Background: an optimization exercise with open tools, aiming at small area and a short achievable clock period. Do not read the settings as production practice. Where RTL was checked, it was by simulation tests only, not by an equivalence proof against the original. Function not checked in run 5: the RTL went through the layout flow alone.

==> flow/design.v, too long to show whole: its modules and the start of the top module <==
// module varcic_fa: 10 lines
// module varcic_ha: 9 lines
// module varcic_pgn: 11 lines
// module varcic_gn: 8 lines
// module varcic_pgp: 11 lines
// module varcic_gp: 8 lines
// module varcic_kdec: 14 lines
// module varcic_out: 18 lines
// module varcic_mc: 6843 lines
module varcic_mc #(
  parameter int STAGES    = 5,
  parameter int IN_WIDTH  = 18,
  parameter int OUT_WIDTH = 18,
  parameter int ACC_WIDTH = 48,
  parameter int CHANNELS  = 2
) (
  input  logic                          clock,
  input  logic                          reset,
  input  logic [5:0]                    decimation,
  input  logic [5:0]                    out_shift,
  input  logic                          in_strobe,
  input  logic [CHANNELS*IN_WIDTH-1:0]  in_data,
  output logic                          out_strobe,
  output logic [CHANNELS*OUT_WIDTH-1:0] out_data,
  output logic                          overflow
);
  // ...
==> flow/flow/run.sh <==
#!/bin/bash
set -euo pipefail
export SETUP_SLACK_MARGIN=11.1
bash standard.sh > standard_flow.log 2>&1
==> flow/standard.sh <==
#!/bin/bash
# synth_recipe.tcl (not shown) runs the flow's synth.tcl, then flattens the netlist and writes it again
# the make line also repeats each setting of config.mk as NAME=value (left out here)
make -C /OpenROAD-flow-scripts/flow DESIGN_CONFIG=/design/flow/config.mk WORK_HOME=/design/flow/orfs CLKGATE_MAP_FILE= SYNTH_SCRIPT=/design/flow/synth_recipe.tcl "${@:-finish}"
==> flow/config.mk <==
export PLATFORM = sky130hd
export DESIGN_NAME = varcic_mc
export DESIGN_NICKNAME = varcic_mc
export VERILOG_FILES = /design/flow/design.v
export SDC_FILE = /design/flow/constraint.sdc
export NUM_CORES = 4
export LEC_CHECK = 0
export CAP_MARGIN = 10
export CORE_MARGIN = 2
export CORE_UTILIZATION = 65
export CTS_BUF_LIST = sky130_fd_sc_hd__clkbuf_8
export SLEW_MARGIN = 10
export SYNTH_HIERARCHICAL = 1
export SYNTH_MINIMUM_KEEP_SIZE = 0
==> flow/constraint.sdc <==
create_clock -name core_clock -period 16.0 [get_ports {clock}]
set_input_delay 3.2000 -clock core_clock [delete_from_list [all_inputs] [get_ports {clock}]]
set_output_delay 3.2000 -clock core_clock [all_outputs]
set_load 0.01 [all_outputs]
==> results.cfg, run 1 <==
[outcome]
run_status = complete, no violations

[logic_synthesis]
synth.yosys.seq_area_share = 0.4107
synth_simple_gate_area_share = 0.05661
synth_adder_area_share = 0.3620
synth_cell_types = 77
synth.yosys.warnings = 12

[worst_setup_path]
startpoint_of_the_most_critical_setup_path = out_shift[5]
critical_path_cell_count = 4
reg2reg_start = ias1[8]
timing.critical_path.slowest_cell_delay_ps = 710
destination_of_the_worst_register_to_register_timing_path = out_data_r[28]
crit_slowest_cell = sky130_fd_sc_hd__clkdlybuf4s50_1
worst-r2r-cell-count = 19
timing_worst_setup_path_type = input pin to flop
timing.critical_path.to_type = flop

[placement]
detailedPlace.worstSlack_ps = 9389
hpwlAfterDp_um = 165800
port_buffers = 88
placed_cell_area_um2 = 92140
placed_cells = 7927

[global_route]
grt_use_met1 = 0.4615

[die]
taps = 1794
dieHeight_um = 375.0
placeableCoreArea_um2 = 137000
core.rowCount = 136

[timing]
setup-tns-final_ps = 0

[finish]
register_cell_area_after_layout_um2 = 36760
finish.instance_area_um2 = 102800
final-instance-count-excl-fill = 8650
final.signal_buffer_count = 438
n_multi_input_combinational_cell = 4040
seq_cell_count = 1307
layout-drive-gt1-share = 0.2447

[route]
top_layer = met5
viasPerCell = 5.908
drt_first_pass_iters = 5
route.detailed.drc = 0

[clock_tree]
clock_sinks = 1307
==> inputs of run 2 (changes only) <==
==> flow/flow/run.sh (replaced) <==
#!/bin/bash
set -euo pipefail
export SETUP_SLACK_MARGIN=11.3
bash standard.sh > standard_flow.log 2>&1
==> flow/config.mk (replaced) <==
export PLATFORM = sky130hd
export DESIGN_NAME = varcic_mc
export DESIGN_NICKNAME = varcic_mc
export VERILOG_FILES = /design/flow/design.v
export SDC_FILE = /design/flow/constraint.sdc
export NUM_CORES = 4
export LEC_CHECK = 0
export CAP_MARGIN = 20
export CORE_MARGIN = 2
export CORE_UTILIZATION = 55
export CTS_BUF_LIST = sky130_fd_sc_hd__clkbuf_8
export SLEW_MARGIN = 20
export SYNTH_HIERARCHICAL = 1
export SYNTH_MINIMUM_KEEP_SIZE = 0
==> run 2 against run 1 <==
Still clean on timing, DRC and antenna. Synthesized cell count is the same. Final cell count rose by 5.3%. Wire length is 3.3% higher. Non-clock buffer count grew 58. Die area is 18% higher. First-iteration DRC count shrank 10%. Clock skew shrank 14 ps. Largest cell class unchanged.
==> results.cfg, run 2 <==
[timing]
final_hold_viol_count = 0
period_share = 0.3026
fmax_mhz = 206.6
setup-tns-final_ps = 0
clock_skew_ps = 52.37
final-max-slew-violation-count = 0
final_period_minus_worst_setup_slack_ps = 4841
timing.slew.headroom = 0.3159
worst-slew-pin-transition_ps = 1015
finalSetupViolations = 0
holdWs_ps = 413.0
rsz0062_at_grt = true

[finish]
finish.net_count = 8529
most-common-layout-cells = sky130_fd_sc_hd__fa_1, sky130_fd_sc_hd__edfxtp_1, sky130_fd_sc_hd__inv_1
layout-drive-gt1-share = 0.2974
fillCellCount = 12152
area.growth.synth_to_final_pct = 17.59
commonest_non_fill_non_tap_cell_in_the_layout = sky130_fd_sc_hd__fa_1

[clock_tree]
clkLatencyLatePin_ps = 980
cts_hold_buffers = 0
htree_levels = 4
clock_sinks = 1307
cts_tree = done
ctsLongestPathBuffers = 3
cts_inserted_buffers = 225
cts_root_buffer = sky130_fd_sc_hd__clkbuf_8
cts.clk_slew.worst_paths_ps = 60

[die]
core.rowCount = 148
dieArea_um2 = 165900
placeableCoreArea_um2 = 162200
effective_utilization_at_floorplan = 0.5514
io-pin-count = 89
dieHeight_um = 407.3
fp.dieW_um = 407.3

[route]
antenna_left = 0
detailroute.via_count = 50725
route.detailed.drc = 0
met2_wirelength_from_detailed_routing_um = 105200
wire_per_inst_um = 24.52
routed-wl-met3_um = 11620
viasPerCell = 5.567
drtIter0Drc = 4149
drt_first_pass_iters = 6
top_layer = met4
wl_um = 223400
m1WireLength_um = 99940

[worst_setup_path]
destination_of_the_worst_register_to_register_timing_path = out_data_r[8]
cp-start-kind = flop
worst-r2r-cell-count = 19
worst-path-max-fanout = 7
worst_ep_arrival_time_ps = 5650
endpoint = out_data_r[8]
timing.critical_path.required_ps = 16810
timing.critical_path.to_type = flop
timing_worst_setup_path_type = flop to flop
startpoint_of_the_most_critical_setup_path = ias0[35]
reg2reg_start = ias0[35]
r2r_setup_slack_ps = 11160

[logic_synthesis]
synth.area.mux_share = 0.04705
syn_inst = 6152
top_count_cell_post_synth = sky130_fd_sc_hd__fa_1
synth_async_sr_flop_share = 0
ys_top_cells_by_area = sky130_fd_sc_hd__edfxtp_1, sky130_fd_sc_hd__fa_1, sky130_fd_sc_hd__dfxtp_1, sky130_fd_sc_hd__ha_1, sky130_fd_sc_hd__inv_1
synth_seq_cells = 1307
synth_cell_types = 77
synth_top_family_by_area = adder cells
synth.yosys.warnings = 12
synthesis.area_per_instance_um2 = 14.54
post_synth_xor_area_fraction = 0.01831
synth.yosys.seq_area_share = 0.4107
synth_compound_area_frac = 0.06858
yosysTopAreaCell = sky130_fd_sc_hd__edfxtp_1
synth_adder_area_share = 0.3620
synth_simple_gate_area_share = 0.05661
mappedNetlistArea_um2 = 89450
syn_nets = 7949
ys_top_cells_by_count = sky130_fd_sc_hd__fa_1, sky130_fd_sc_hd__edfxtp_1, sky130_fd_sc_hd__inv_1
edff_count_synth = 1056
ys.flop_type = sky130_fd_sc_hd__edfxtp_1
yosysTopAreaCellShare = 0.3545

[global_route]
number_of_antenna_violations_at_the_first_check_in_global_routing = 5
grt_max_degree = 174
grt_pass1_wl_um = 342600
overflow = 0
via_count_of_the_first_global_routing_pass = 54842
total_routing_usage_reported_by_global_routing = 0.2771

[min_path]
min_path_cells = 0
hold_path.class = flop to flop

[placement]
hpwlAfterDp_um = 171200
port_buffers = 88
gp_congestion = 0.9589

[flow_run]
max-cap-violations = 0

[outcome]
run_status = complete, no violations
run 2: critical path, cell delays in order (launching register included):
cell and delay (ps):
sky130_fd_sc_hd__edfxtp_1 520, sky130_fd_sc_hd__fa_2 620, sky130_fd_sc_hd__fa_1 470, sky130_fd_sc_hd__ha_4 300, sky130_fd_sc_hd__a21oi_2 250, sky130_fd_sc_hd__o21ai_2 130
sky130_fd_sc_hd__a21oi_2 210, sky130_fd_sc_hd__o21ai_2 120, sky130_fd_sc_hd__a21oi_2 120, sky130_fd_sc_hd__o21ai_2 90, sky130_fd_sc_hd__xor2_2 220, sky130_fd_sc_hd__buf_4 170
sky130_fd_sc_hd__a221oi_1 310, sky130_fd_sc_hd__a31oi_2 110, sky130_fd_sc_hd__nor3_1 260, sky130_fd_sc_hd__and4_4 360, sky130_fd_sc_hd__clkbuf_16 180, sky130_fd_sc_hd__a31oi_1 90
sky130_fd_sc_hd__nand2_1 80, sky130_fd_sc_hd__a21oi_1 60
run 2: per-module statistics from Yosys, one instance, submodules excluded:
| module | flops+latches | cells | cell area [um^2] | times used |
|---|---|---|---|---|
| varcic_mc | 1307 | 3123 | 47700 | 1 |
| varcic_out | 0 | 299 | 3167 | 2 |
| varcic_kdec | 0 | 45 | 247.7 | 1 |
| varcic_fa | 0 | 1 | 20.02 | 1356 |
| varcic_ha | 0 | 1 | 12.51 | 246 |
| varcic_pgn | 0 | 2 | 12.51 | 198 |
| varcic_pgp | 0 | 2 | 12.51 | 148 |
| varcic_gn | 0 | 1 | 8.758 | 42 |
| varcic_gp | 0 | 1 | 5.005 | 50 |
run 2: metrics by stage:
step	cells	cell area (um^2)	utilization	setup WS [ps]
2_1_floorplan	6152	89900	-	10530
3_3_place_gp	8311	93070	0.5738	9370
3_5_place_dp	8312	93080	0.5738	9357
4_1_cts	8991	102600	0.6323	11240
5_1_grt	9112	105200	0.6484	11070
6_report	9112	105200	0.6484	11160
run 2: how the worst min path moves through the flow:
stage / startpoint / endpoint
floorplan: ch0_1[47] / ch0_2[47]
global placement: ih1_0[47] / ih1_1[47]
detailed placement: ih0_1[47] / ih0_2[47]
CTS: ch1_2[47] / ch1_3[47]
global route: ih1_1[47] / ih1_2[47]
finish: ih1_1[47] / ih1_2[47]
run 2: cell type report:
type | count | area (um^2) | area share
diodes | 3 | 7.507 | 0.00007137
clock buffers | 253 | 3482 | 0.03311
clock inverters | 176 | 1035 | 0.009838
inverters | 659 | 2486 | 0.02364
multi-input cells | 4040 | 54330 | 0.5165
flip-flops and latches | 1307 | 36810 | 0.3499
well taps | 2175 | 2721 | 0.02587
repair buffers | 496 | 4258 | 0.04048
repair inverters | 3 | 55.05 | 0.0005234
run 2: repair_timing:
item                       in CTS  in global routing
gates resized for setup       759                334
buffers inserted              240                117
pin swaps                      89                111
cloned                         10                  1
hold endpoints to repair        0                  0
setup endpoints to repair     307                280
run 2: per-layer routing:
| layer | up-vias | global-route usage |
|---|---|---|
| met4 | 0 | 0.08020 |
| met5 | - | 0 |
| met2 | 1443 | 0.4275 |
| met3 | 335 | 0.04540 |
| li1 | 22207 | - |
| met1 | 26740 | 0.4111 |
run 2: cell families after synthesis:
kind of cell / after synthesis
DFF: 1307
AOI/OAI and AO/OA: 836
adders and majority gates: 1746
buffers and inverters: 809
xor gates and xnor gates: 187
muxes: 246
and+or+nand+nor: 1021
==> inputs of run 3 (changes only) <==
--- a/flow/config.mk
+++ b/flow/config.mk
@@ -7,8 +7,7 @@
 export LEC_CHECK = 0
 export CAP_MARGIN = 20
 export CORE_MARGIN = 2
-export CORE_UTILIZATION = 55
-export CTS_BUF_LIST = sky130_fd_sc_hd__clkbuf_8
+export CORE_UTILIZATION = 40
 export SLEW_MARGIN = 20
 export SYNTH_HIERARCHICAL = 1
 export SYNTH_MINIMUM_KEEP_SIZE = 0
==> run 3 against run 2 <==
Synthesized cell count did not move. First-iteration DRC count fell by 10%. Clock skew fell by 18 ps. Critical endpoint is now gc1[14]. Fmax fell by 1.1%. Register-to-register slack improved by 20 ps. Still clean. Worst hold slack improved by 3.7 ps. Highest routed layer unchanged. Flip-flop and latch count did not move. Critical path depth fell by 15.
==> results.cfg, run 3 <==
[placement]
gp_congestion = 0.9410
hpwlAfterDp_um = 174400
port_buffers = 88

[finish]
multi_input_gate_area_in_the_final_layout_um2 = 55230
layout-drive-gt1-share = 0.3003
most-common-layout-cells = sky130_fd_sc_hd__fa_1, sky130_fd_sc_hd__edfxtp_1, sky130_fd_sc_hd__inv_1
finish.net_count = 8490
fillCellCount = 19049
register_cell_area_after_layout_um2 = 36790
area.growth.synth_to_final_pct = 20.38
commonest_non_fill_non_tap_cell_in_the_layout = sky130_fd_sc_hd__fa_1

[logic_synthesis]
ys.flop_type = sky130_fd_sc_hd__edfxtp_1
yosysTopAreaCell = sky130_fd_sc_hd__edfxtp_1
synth_cell_types = 77
ys_top_cells_by_area = sky130_fd_sc_hd__edfxtp_1, sky130_fd_sc_hd__fa_1, sky130_fd_sc_hd__dfxtp_1, sky130_fd_sc_hd__ha_1, sky130_fd_sc_hd__inv_1
mappedNetlistArea_um2 = 89450
synth.yosys.warnings = 12
syn_nets = 7949
syn_inst = 6152
synth_seq_cells = 1307
edff_count_synth = 1056
synth.yosys.seq_area_share = 0.4107
yosysTopAreaCellShare = 0.3545
synth_async_sr_flop_share = 0
synthesis.area_per_instance_um2 = 14.54
ys_top_cells_by_count = sky130_fd_sc_hd__fa_1, sky130_fd_sc_hd__edfxtp_1, sky130_fd_sc_hd__inv_1
top_count_cell_post_synth = sky130_fd_sc_hd__fa_1

[worst_setup_path]
timing.critical_path.cells = clkdlybuf4s50_1 -> nand2b_1 -> nor2_2 -> fa_1
cp-start-kind = input pin
timing_worst_setup_path_type = input pin to flop
timing.critical_path.to_type = flop
worst_ep_arrival_time_ps = 5560
worst-path-max-fanout = 8
endpoint = gc1[14]
destination_of_the_worst_register_to_register_timing_path = out_data_r[24]
reg2reg_start = ias1[14]
cp_num_buf_inv = 1
critPathTopFamily = simple AND/OR/NAND/NOR gates
r2r_setup_slack_ps = 11180
timing.critical_path.required_ps = 16670
timing.critical_path.slowest_cell_delay_ps = 680
crit_slowest_cell = sky130_fd_sc_hd__nor2_2
worst-r2r-cell-count = 20
critical_path_cell_count = 4
startpoint_of_the_most_critical_setup_path = out_shift[4]

[clock_tree]
cts_inserted_buffers = 150
cts_hold_buffers = 0
ctsLongestPathBuffers = 3
clkLatencyLatePin_ps = 810
htree_levels = 4
cts_root_buffer = sky130_fd_sc_hd__clkbuf_16
clock_sinks = 1307
cts_tree = done
cts.clk_slew.worst_paths_ps = 70

[outcome]
run_status = complete, no violations

[route]
wl_um = 227400
antenna_left = 0
drt_first_pass_iters = 5
route.detailed.drc = 0
wire_per_inst_um = 23.21
viasPerCell = 5.156
detailroute.via_count = 50512
drtIter0Drc = 3718

[global_route]
grt_pass1_wl_um = 347100
via_count_of_the_first_global_routing_pass = 55872
total_routing_usage_reported_by_global_routing = 0.2017
number_of_antenna_violations_at_the_first_check_in_global_routing = 15
grt_max_degree = 169
overflow = 0

[die]
io-pin-count = 89
core.rowCount = 173
dieHeight_um = 476.9
dieArea_um2 = 227400
placeableCoreArea_um2 = 222300
fp.dieW_um = 476.9
effective_utilization_at_floorplan = 0.4024

[timing]
final_period_minus_worst_setup_slack_ps = 4895
period_share = 0.3059
final_hold_viol_count = 0
timing.slew.headroom = 0.1222
fmax_mhz = 204.3
rsz0062_at_grt = true
clock_skew_ps = 34.80
finalSetupViolations = 0
setup-tns-final_ps = 0
final-max-slew-violation-count = 0
worst-slew-pin-transition_ps = 1303

[flow_run]
max-cap-violations = 0

[min_path]
hold_path.class = flop to flop
run 3: through the flow:
stage          setup slack, ps  instances  hold WS [ps]  utilization  area, um^2
2_1_floorplan            10530       6152         400.3            -       89900
3_3_place_gp              9697       9107         402.2       0.4231       94050
3_5_place_dp              9646       9107         407.4       0.4231       94050
4_1_cts                  11100       9662         417.9       0.4706      104600
5_1_grt                  11000       9796         427.6       0.4844      107700
6_report                 11110       9797         416.6       0.4844      107700
run 3: modules after synthesis, one instance, submodules excluded:
| module | area, um^2 | flip-flops and latches | cells | copies in the design |
|---|---|---|---|---|
| varcic_gp | 5.005 | 0 | 1 | 50 |
| varcic_mc | 47700 | 1307 | 3123 | 1 |
| varcic_out | 3167 | 0 | 299 | 2 |
| varcic_gn | 8.758 | 0 | 1 | 42 |
| varcic_pgn | 12.51 | 0 | 2 | 198 |
| varcic_ha | 12.51 | 0 | 1 | 246 |
| varcic_fa | 20.02 | 0 | 1 | 1356 |
| varcic_kdec | 247.7 | 0 | 45 | 1 |
| varcic_pgp | 12.51 | 0 | 2 | 148 |
run 3: per-layer routing:
metal | part of all wire | up-vias | global-route usage
li1 | - | 22095 | -
met5 | 0 | - | 0
met2 | 0.49 | 1280 | 0.3295
met1 | 0.43 | 26783 | 0.2803
met3 | 0.051 | 354 | 0.03312
met4 | 0.027 | 0 | 0.05327
run 3: kinds of logic (layout without fill, tap and decap cells):
kind of cell | count (synthesis) | in the layout | share of synthesized area
mux | 246 | 246 | 0.04705
xor+xnor | 187 | 189 | 0.01831
other cells | 0 | 3 | 0
fa+ha+maj | 1746 | 1746 | 0.3620
buf+inv | 809 | 1471 | 0.03673
compound gates | 836 | 836 | 0.06858
flops | 1307 | 1307 | 0.4107
simple gates | 1021 | 1024 | 0.05661
run 3: what timing repair did:
| item | CTS | global route |
|---|---|---|
| pin swaps | 125 | 211 |
| setup buffers | 267 | 125 |
| resized for setup | 829 | 373 |
| gates cloned | 10 | 7 |
| endpoints found under the setup margin | 454 | 354 |
run 3: how the worst min path moves through the flow:
stage / startpoint / endpoint / slack, ps / cells after the start
final: ch1_2[47] / ch1_3[47] / 420 / 0
after global placement: ih0_1[47] / ih0_2[47] / 400 / 0
after global routing: ih1_0[47] / ih1_1[47] / 430 / 0
after floorplan: ch0_1[47] / ch0_2[47] / 400 / 0
after CTS: ch1_2[47] / ch1_3[47] / 420 / 0
after detailed placement: ih1_0[47] / ih1_1[47] / 410 / 0
run 3: area by class of cell:
cell class / instances / share of cell area
Sequential cell: 1307 / 0.3416
Timing Repair Buffer: 533 / 0.04261
Antenna cell: 3 / 0.00006972
Multi-Input combinational cell: 4041 / 0.5129
Tap cell: 2975 / 0.03457
Timing Repair inverter: 1 / 0.0001511
Inverter: 659 / 0.02309
Clock inverter: 84 / 0.007204
Clock buffer: 194 / 0.03781
run 3: worst register-to-register path: stages (launching register included):
cell	delay (ps)
sky130_fd_sc_hd__edfxtp_1	450
sky130_fd_sc_hd__fa_1	530
sky130_fd_sc_hd__fa_2	590
sky130_fd_sc_hd__ha_4	240
sky130_fd_sc_hd__a21oi_4	190
sky130_fd_sc_hd__o21ai_2	100
sky130_fd_sc_hd__a21oi_2	270
sky130_fd_sc_hd__o21ai_2	140
sky130_fd_sc_hd__a21oi_2	190
sky130_fd_sc_hd__o21ai_4	110
sky130_fd_sc_hd__xor2_4	230
sky130_fd_sc_hd__buf_6	150
sky130_fd_sc_hd__a221oi_2	280
sky130_fd_sc_hd__a31oi_2	80
sky130_fd_sc_hd__nor4_2	310
sky130_fd_sc_hd__and4_4	300
sky130_fd_sc_hd__buf_6	130
sky130_fd_sc_hd__buf_12	130
sky130_fd_sc_hd__a31oi_2	130
sky130_fd_sc_hd__nand2_1	90
sky130_fd_sc_hd__a21oi_1	60
==> inputs of run 4 (changes only) <==
==> flow/config.mk (replaced) <==
export PLATFORM = sky130hd
export DESIGN_NAME = varcic_mc
export DESIGN_NICKNAME = varcic_mc
export VERILOG_FILES = /design/flow/design.v
export SDC_FILE = /design/flow/constraint.sdc
export NUM_CORES = 4
export LEC_CHECK = 0
export CAP_MARGIN = 10
export CORE_MARGIN = 2
export CORE_UTILIZATION = 65
export CTS_BUF_LIST = sky130_fd_sc_hd__clkbuf_16
export CTS_CLUSTER_SIZE = 20
export SLEW_MARGIN = 10
export SYNTH_HIERARCHICAL = 1
export SYNTH_MINIMUM_KEEP_SIZE = 0
==> run 4 against run 3 <==
The layout now fails its checks (antenna rules). Flip-flop and latch count did not move. Critical path depth rose by 17. Fmax rose by 1.6%. Non-clock buffer count shrank 20. Sequential share of layout area is 0.80 points higher. Critical path type is now flop to flop. Critical endpoint is now out_data_r[10]. Highest routed layer unchanged.
==> results.cfg, run 4 <==
[outcome]
run_status = complete, but fails checks
violated_layout_checks = antenna rules

[timing]
rsz0062_at_grt = true
final_hold_viol_count = 0
setup-tns-final_ps = 0
period_share = 0.3012
timing.slew.headroom = 0.2842
final-max-slew-violation-count = 0
clock_skew_ps = 28.32
fmax_mhz = 207.5
worst-slew-pin-transition_ps = 1074
final_period_minus_worst_setup_slack_ps = 4819
finalSetupViolations = 0

[clock_tree]
cts_tree = done
cts_root_buffer = sky130_fd_sc_hd__clkbuf_16
cts_inserted_buffers = 146
clkLatencyLatePin_ps = 790
ctsLongestPathBuffers = 3
cts.clk_slew.worst_paths_ps = 60
htree_levels = 4
cts_hold_buffers = 0
clock_sinks = 1307

[logic_synthesis]
top_count_cell_post_synth = sky130_fd_sc_hd__fa_1
syn_nets = 7949
synth_seq_cells = 1307
ys_top_cells_by_count = sky130_fd_sc_hd__fa_1, sky130_fd_sc_hd__edfxtp_1, sky130_fd_sc_hd__inv_1
synth.yosys.seq_area_share = 0.4107
synth.yosys.warnings = 12
mappedNetlistArea_um2 = 89450
yosysTopAreaCell = sky130_fd_sc_hd__edfxtp_1
edff_count_synth = 1056
ys.flop_type = sky130_fd_sc_hd__edfxtp_1
yosysTopAreaCellShare = 0.3545
ys_top_cells_by_area = sky130_fd_sc_hd__edfxtp_1, sky130_fd_sc_hd__fa_1, sky130_fd_sc_hd__dfxtp_1, sky130_fd_sc_hd__ha_1, sky130_fd_sc_hd__inv_1
synth_async_sr_flop_share = 0
synthesis.area_per_instance_um2 = 14.54
synth_cell_types = 77
syn_inst = 6152

[worst_setup_path]
crit_path_frequent_cell = sky130_fd_sc_hd__buf_4
startpoint_of_the_most_critical_setup_path = ias0[33]
timing.critical_path.required_ps = 16700
worst_ep_arrival_time_ps = 5520
worst-path-max-fanout = 15
timing_worst_setup_path_type = flop to flop
critPathTopFamily = adder cells
crit_slowest_cell = sky130_fd_sc_hd__fa_1
r2r_setup_slack_ps = 11180
cp_num_buf_inv = 4
cp-start-kind = flop
timing.critical_path.cells = fa_1 -> fa_1 -> ha_4 -> nand2_8 -> nor2_4 -> nand2_2 -> nor2_2 -> nand2_1 -> o21ai_1 -> xor2_1 -> buf_4 -> nand2b_1 -> a31oi_1 -> nor4_2 -> buf_4 -> a41oi_4 -> buf_12 -> buf_4 -> a41oi_2 -> nand2_1 -> a21oi_1
timing.critical_path.to_type = flop
reg2reg_start = ias0[33]
timing.critical_path.slowest_cell_delay_ps = 610

[finish]
area.growth.synth_to_final_pct = 17.56
fillCellCount = 8174
commonest_non_fill_non_tap_cell_in_the_layout = sky130_fd_sc_hd__fa_1
final-instance-count-excl-fill = 8597
finish.net_count = 8468
most-common-layout-cells = sky130_fd_sc_hd__fa_1, sky130_fd_sc_hd__edfxtp_1, sky130_fd_sc_hd__inv_1
layout-drive-gt1-share = 0.2883

[die]
effective_utilization_at_floorplan = 0.6530
dieArea_um2 = 140600
core.rowCount = 136
fp.dieW_um = 375.0
io-pin-count = 89
placeableCoreArea_um2 = 137000
dieHeight_um = 375.0

[placement]
placed_cells = 7935
port_buffers = 88
gp_congestion = 0.9888
hpwlAfterDp_um = 164600

[global_route]
overflow = 0
number_of_antenna_violations_at_the_first_check_in_global_routing = 8
grt_pass1_wl_um = 333000
grt_max_degree = 143
via_count_of_the_first_global_routing_pass = 55271
total_routing_usage_reported_by_global_routing = 0.3186

[route]
viasPerCell = 5.951
m1WireLength_um = 92010
top_layer = met4
antenna_left = 1
route.detailed.drc = 0
met2_wirelength_from_detailed_routing_um = 103200
drtIter0Drc = 4700
wl_um = 218100
wire_per_inst_um = 25.37
routed-wl-met3_um = 15420
detailroute.via_count = 51163
drt_first_pass_iters = 6

[min_path]
hold_path.class = flop to flop
min-delay-start = ch0_2[47]

[flow_run]
max-cap-violations = 0
[run 4: cell counts after synthesis]
No cell type changed its count.
[run 4: per-module statistics from Yosys, one instance, submodules excluded]
module / times used / cells
varcic_mc: 1 / 3123
varcic_out: 2 / 299
varcic_kdec: 1 / 45
varcic_fa: 1356 / 1
varcic_ha: 246 / 1
varcic_pgn: 198 / 2
varcic_pgp: 148 / 2
varcic_gn: 42 / 1
varcic_gp: 50 / 1
[run 4: kinds of logic (layout without fill, tap and decap cells)]
logic type                 count (synthesis)  count (layout)  share of synthesized area
muxes                                    246             246                    0.04705
adders and majority gates               1746            1746                     0.3620
DFF                                     1307            1307                     0.4107
xor gates and xnor gates                 187             188                    0.01831
buffers and inverters                    809            1448                    0.03673
and+or+nand+nor                         1021            1023                    0.05661
AOI/OAI and AO/OA                        836             836                    0.06858
other                                      0               9                          0
[run 4: worst paths after layout]
kind | to | cells past startpoint
worst max-delay path | out_data_r[10] | 21
worst min-delay path | ch0_3[47] | 0
worst max register to register | out_data_r[10] | 21
worst min register to register | ch0_3[47] | 0
[run 4: timing repair]
item | in CTS | in global routing
setup endpoints to repair | 526 | 170
gates cloned | 10 | 4
pin swaps | 102 | 89
buffers inserted | 261 | 107
gates resized for setup | 640 | 335
[run 4: per-stage QoR]
step / setup slack, ps / hold WS, ps / area [um^2] / utilization
detailed placement: 9213 / 404.5 / 92620 / 0.6762
global route: 11100 / 426.4 / 105100 / 0.7675
global placement: 9188 / 400.8 / 92620 / 0.6762
floorplan: 10530 / 400.3 / 89900 / -
CTS: 11260 / 417.8 / 102600 / 0.7493
finish: 11180 / 415.0 / 105200 / 0.7677
[run 4: per-layer routing]
metal | vias to the layer above | GRT usage
li1 | 22020 | -
met1 | 26849 | 0.4736
met2 | 1888 | 0.4887
met3 | 406 | 0.05576
met4 | 0 | 0.1007
met5 | - | 0
[run 4: cell type report]
cell class | instances | area (um^2) | share of cell area
repair inverters | 5 | 87.58 | 0.0008329
multi-input cells | 4039 | 54280 | 0.5162
clock buffers | 154 | 3854 | 0.03665
inverters | 659 | 2500 | 0.02377
repair buffers | 513 | 4364 | 0.04150
clock inverters | 117 | 1040 | 0.009888
flip-flops and latches | 1307 | 36760 | 0.3496
diodes | 9 | 22.52 | 0.0002142
well taps | 1794 | 2245 | 0.02135
==> module varcic_kdec, before the edit <==
module varcic_kdec (
  input  logic [5:0]  sh,
  output logic [29:0] k
);
  logic [7:0] lo, hi;
  always_comb begin
    for (int i = 0; i < 8; i++) begin
      lo[i] = (sh[2:0] == 3'(i));
      hi[i] = (sh[5:3] == 3'(i));
    end
    for (int j = 0; j < 29; j++) k[j] = hi[(j + 1) >> 3] & lo[(j + 1) & 7];
    k[29] = (|hi[7:4]) | (hi[3] & (lo[6] | lo[7]));
  end
endmodule
==> inputs of run 5 (changes only) <==
--- a/flow/design.v
+++ b/flow/design.v
@@ -59,14 +59,9 @@
   input  logic [5:0]  sh,
   output logic [29:0] k
 );
-  logic [7:0] lo, hi;
   always_comb begin
-    for (int i = 0; i < 8; i++) begin
-      lo[i] = (sh[2:0] == 3'(i));
-      hi[i] = (sh[5:3] == 3'(i));
-    end
-    for (int j = 0; j < 29; j++) k[j] = hi[(j + 1) >> 3] & lo[(j + 1) & 7];
-    k[29] = (|hi[7:4]) | (hi[3] & (lo[6] | lo[7]));
+    for (int j = 0; j < 29; j++) k[j] = (sh == 6'(j + 1));
+    k[29] = (sh >= 6'd30);
   end
 endmodule
 module varcic_out (
==> flow/flow/run.sh (replaced) <==
#!/bin/bash
set -euo pipefail
export SETUP_SLACK_MARGIN=11
bash standard.sh > standard_flow.log 2>&1
==> flow/config.mk (replaced) <==
export PLATFORM = sky130hd
export DESIGN_NAME = varcic_mc
export DESIGN_NICKNAME = varcic_mc
export VERILOG_FILES = /design/flow/design.v
export SDC_FILE = /design/flow/constraint.sdc
export NUM_CORES = 4
export LEC_CHECK = 0
export CAP_MARGIN = 20
export CORE_MARGIN = 2
export CORE_UTILIZATION = 40
export SLEW_MARGIN = 20
export SYNTH_HIERARCHICAL = 1
export SYNTH_MINIMUM_KEEP_SIZE = 0
==> run 5 against run 4 <==
The run now finishes clean. Non-clock buffer count shrank 82. Die area increased by 62%. Design area shrank 0.55%. Synthesized area hardly changed. Global-route usage is 12 points lower. Utilization decreased by 30 points. Critical endpoint is now gc1[15].
==> results.cfg, run 5 <==
[worst_setup_path]
critPathTopFamily = simple AND/OR/NAND/NOR gates
timing.critical_path.required_ps = 16690
timing_worst_setup_path_type = input pin to flop
worst_ep_arrival_time_ps = 5760
timing.critical_path.to_type = flop
timing.critical_path.slowest_cell_delay_ps = 690
worst-path-max-fanout = 14
cp_num_buf_inv = 1
worst-r2r-cell-count = 17
timing.critical_path.cells = clkdlybuf4s50_1 -> or4b_4 -> nor3_2 -> fa_1
reg2reg_start = ias1[35]
destination_of_the_worst_register_to_register_timing_path = out_data_r[32]
r2r_setup_slack_ps = 11080
cp-start-kind = input pin
crit_slowest_cell = sky130_fd_sc_hd__nor3_2

[global_route]
top_usage_layer_grt = met2
grt_max_degree = 165
number_of_antenna_violations_at_the_first_check_in_global_routing = 11
overflow = 0
total_routing_usage_reported_by_global_routing = 0.1998
grt.met3_usage = 0.03532
grt_pass1_wl_um = 341000
grt_use_met1 = 0.2794
via_count_of_the_first_global_routing_pass = 54423
globalRouteMet2Util = 0.3217

[placement]
hpwlAfterDp_um = 177300
gp_congestion = 0.9023
placed_cell_area_um2 = 93750
detailedPlace.worstSlack_ps = 9494
port_buffers = 88
placed_cells = 9113

[logic_synthesis]
yosysTopAreaCellShare = 0.3548
synth.area.mux_share = 0.04710
mappedNetlistArea_um2 = 89370
yosysTopAreaCell = sky130_fd_sc_hd__edfxtp_1
ys_top_cells_by_area = sky130_fd_sc_hd__edfxtp_1, sky130_fd_sc_hd__fa_1, sky130_fd_sc_hd__dfxtp_1, sky130_fd_sc_hd__ha_1, sky130_fd_sc_hd__mux4_2
synth_adder_area_share = 0.3624
synth.yosys.warnings = 12
synth_async_sr_flop_share = 0
synth_simple_gate_area_share = 0.05674
synth_compound_area_frac = 0.06800
edff_count_synth = 1056
synth_cell_types = 76
top_count_cell_post_synth = sky130_fd_sc_hd__fa_1
synth_seq_cells = 1307
syn_inst = 6134
syn_nets = 7931
ys.flop_type = sky130_fd_sc_hd__edfxtp_1
ys_top_cells_by_count = sky130_fd_sc_hd__fa_1, sky130_fd_sc_hd__edfxtp_1, sky130_fd_sc_hd__inv_1
post_synth_xor_area_fraction = 0.01833
synth_top_family_by_area = adder cells
synth.yosys.seq_area_share = 0.4110
synthesis.area_per_instance_um2 = 14.57

[route]
wl_um = 225400
viasPerCell = 5.145
route.detailed.drc = 0
wire_per_inst_um = 23.28
drt_first_pass_iters = 6
detailroute.via_count = 49822
antenna_left = 0
drtIter0Drc = 3680

[die]
placeableCoreArea_um2 = 222100
fp.dieW_um = 476.7
io-pin-count = 89
core.rowCount = 173
effective_utilization_at_floorplan = 0.4024
dieHeight_um = 476.7
dieArea_um2 = 227200

[clock_tree]
cts_root_buffer = sky130_fd_sc_hd__clkbuf_16
cts_inserted_buffers = 153
clkLatencyLatePin_ps = 830
cts_hold_buffers = 0
cts.clk_slew.worst_paths_ps = 60
cts_tree = done
htree_levels = 4
ctsLongestPathBuffers = 3
clock_sinks = 1307

[finish]
finish.net_count = 8372
fin_util = 0.4709
finish.instance_area_um2 = 104600
commonest_non_fill_non_tap_cell_in_the_layout = sky130_fd_sc_hd__fa_1
fillCellCount = 19494
most-common-layout-cells = sky130_fd_sc_hd__fa_1, sky130_fd_sc_hd__edfxtp_1, sky130_fd_sc_hd__inv_1
layout-drive-gt1-share = 0.2370
area.growth.synth_to_final_pct = 17.01
final-instance-count-excl-fill = 9683

[timing]
clock_skew_ps = 55.38
final_period_minus_worst_setup_slack_ps = 5074
setup-tns-final_ps = 0
timing.slew.headroom = 0.2958
finalSetupViolations = 0
fmax_mhz = 197.1
rsz0062_at_grt = true
holdWs_ps = 419.2
final_hold_viol_count = 0
final-max-slew-violation-count = 0
worst-slew-pin-transition_ps = 1047
setup_slack_ps = 10930
period_share = 0.3171

[flow_run]
max-cap-violations = 0

[min_path]
hold_path.class = flop to flop
min-delay-start = ch1_2[47]
min_path_cells = 0
whs_endpoint = ch1_3[47]

[outcome]
run_status = complete, no violations
==> run 5: changes by cell type after synthesis, sizes merged, moves of 3 or more <==
cell | before | now
and2 | 10 | 16
inv | 656 | 648
nor2 | 208 | 202
a211oi | 6 | 3
nand4 | 8 | 12
nor2b | 299 | 296
a21oi | 357 | 354
a31o | 0 | 3
a21o | 41 | 35
a31oi | 45 | 40
==> run 5: Yosys stat by module (local to each module, per instance), excerpt <==
module / cell area [um^2] / cells / times used
varcic_mc: 47590 / 3102 / 1
varcic_kdec: 275.3 / 48 / 1
varcic_fa: 20.02 / 1 / 1356
varcic_pgp: 12.51 / 2 / 148
varcic_ha: 12.51 / 1 / 246
varcic_gp: 5.005 / 1 / 50
==> run 5: what timing repair did <==
action / 4_1_cts / 5_1_grt
resized for setup: 286 / 384
buffers inserted: 101 / 174
endpoints found under the setup margin: 398 / 326
pin swaps: 32 / 60
cloned: 6 / 1
==> run 5: final cells by class <==
type / instances / area (um^2) / area share
Timing Repair inverter: 1 / 16.27 / 0.0001555
Multi-Input combinational cell: 4030 / 52660 / 0.5035
Clock inverter: 100 / 1169 / 0.01117
Timing Repair Buffer: 431 / 3695 / 0.03533
Clock buffer: 186 / 4098 / 0.03918
Sequential cell: 1307 / 36760 / 0.3515
Antenna cell: 2 / 5.005 / 0.00004786
Tap cell: 2975 / 3722 / 0.03559
Inverter: 651 / 2456 / 0.02349
==> run 5: how the worst max path moves through the flow <==
| stage | from | to | slack, ps | depth (start not counted) |
|---|---|---|---|---|
| after detailed placement | decimation[2] | overflow_r | 9490 | 11 |
| after CTS | ias1[41] | out_data_r[25] | 11000 | 18 |
| final | out_shift[5] | gc1[15] | 10930 | 4 |
| after floorplan | decimation[2] | out_data_r[10] | 10530 | 13 |
| after global placement | decimation[2] | overflow_r | 9480 | 11 |
| after global routing | ias1[29] | out_data_r[24] | 10940 | 19 |
==> run 5: cell families (layout without fill, tap and decap cells) <==
logic type                 count (synthesis)  after routing
DFF                                     1307           1307
xor gates and xnor gates                 187            188
adders and majority gates               1746           1746
other                                      0              2
buffers and inverters                    800           1369
muxes                                    246            246
AOI/OAI and AO/OA                        826            826
and+or+nand+nor                         1022           1024
==> run 5: metal layers <==
metal / vias to the layer above / routed length (um) / part of all wire
li1: 21803 / - / -
met1: 26310 / 98220 / 0.44
met3: 323 / 12820 / 0.057
met2: 1382 / 108400 / 0.48
met4: 4 / 5897 / 0.026
met5: - / 18 / 0.000080

-- port drivers added, routing unchanged --
In the flow no input, the clock included, has a driving cell. The finished layouts below were timed again as built, in two steps. Step 1: set_driving_cell puts a clkbuf_16 on clock and a buf_2 on each other input, an assumption about the parent block. Step 2 times the ports against the registers' clock, not the clock port: input delays grow and output delays shrink by t, the midpoint of the rising clock arrivals with the driver on. Three values: ideal ports, drivers, drivers and shift; two values: the first two.
| run | shift t [ns] | setup WS [ns] | worst hold slack (ns) | worst setup path after step 2 |
|---|---|---|---|---|
| run 1 | 1.008 | 10.976 / 10.965 / 9.957 | 0.416 / 0.416 / 0.416 | input to register |
| run 2 | 1.025 | 11.159 / 11.159 / 10.201 | 0.413 / 0.413 / 0.413 | input to register |
| run 3 | 0.883 | 11.106 / 11.116 / 10.233 | 0.417 / 0.417 / 0.417 | input to register |
| run 4 | 0.855 | 11.181 / 11.142 / 10.286 | 0.415 / 0.415 / 0.415 | input to register |
| run 5 | 0.897 | 10.926 / 10.888 / 9.991 | 0.419 / 0.419 / 0.419 | input to register |
For run 1, which loses most, drivers alone change the setup slack by -0.011 ns; drivers and shift together by -1.019 ns.
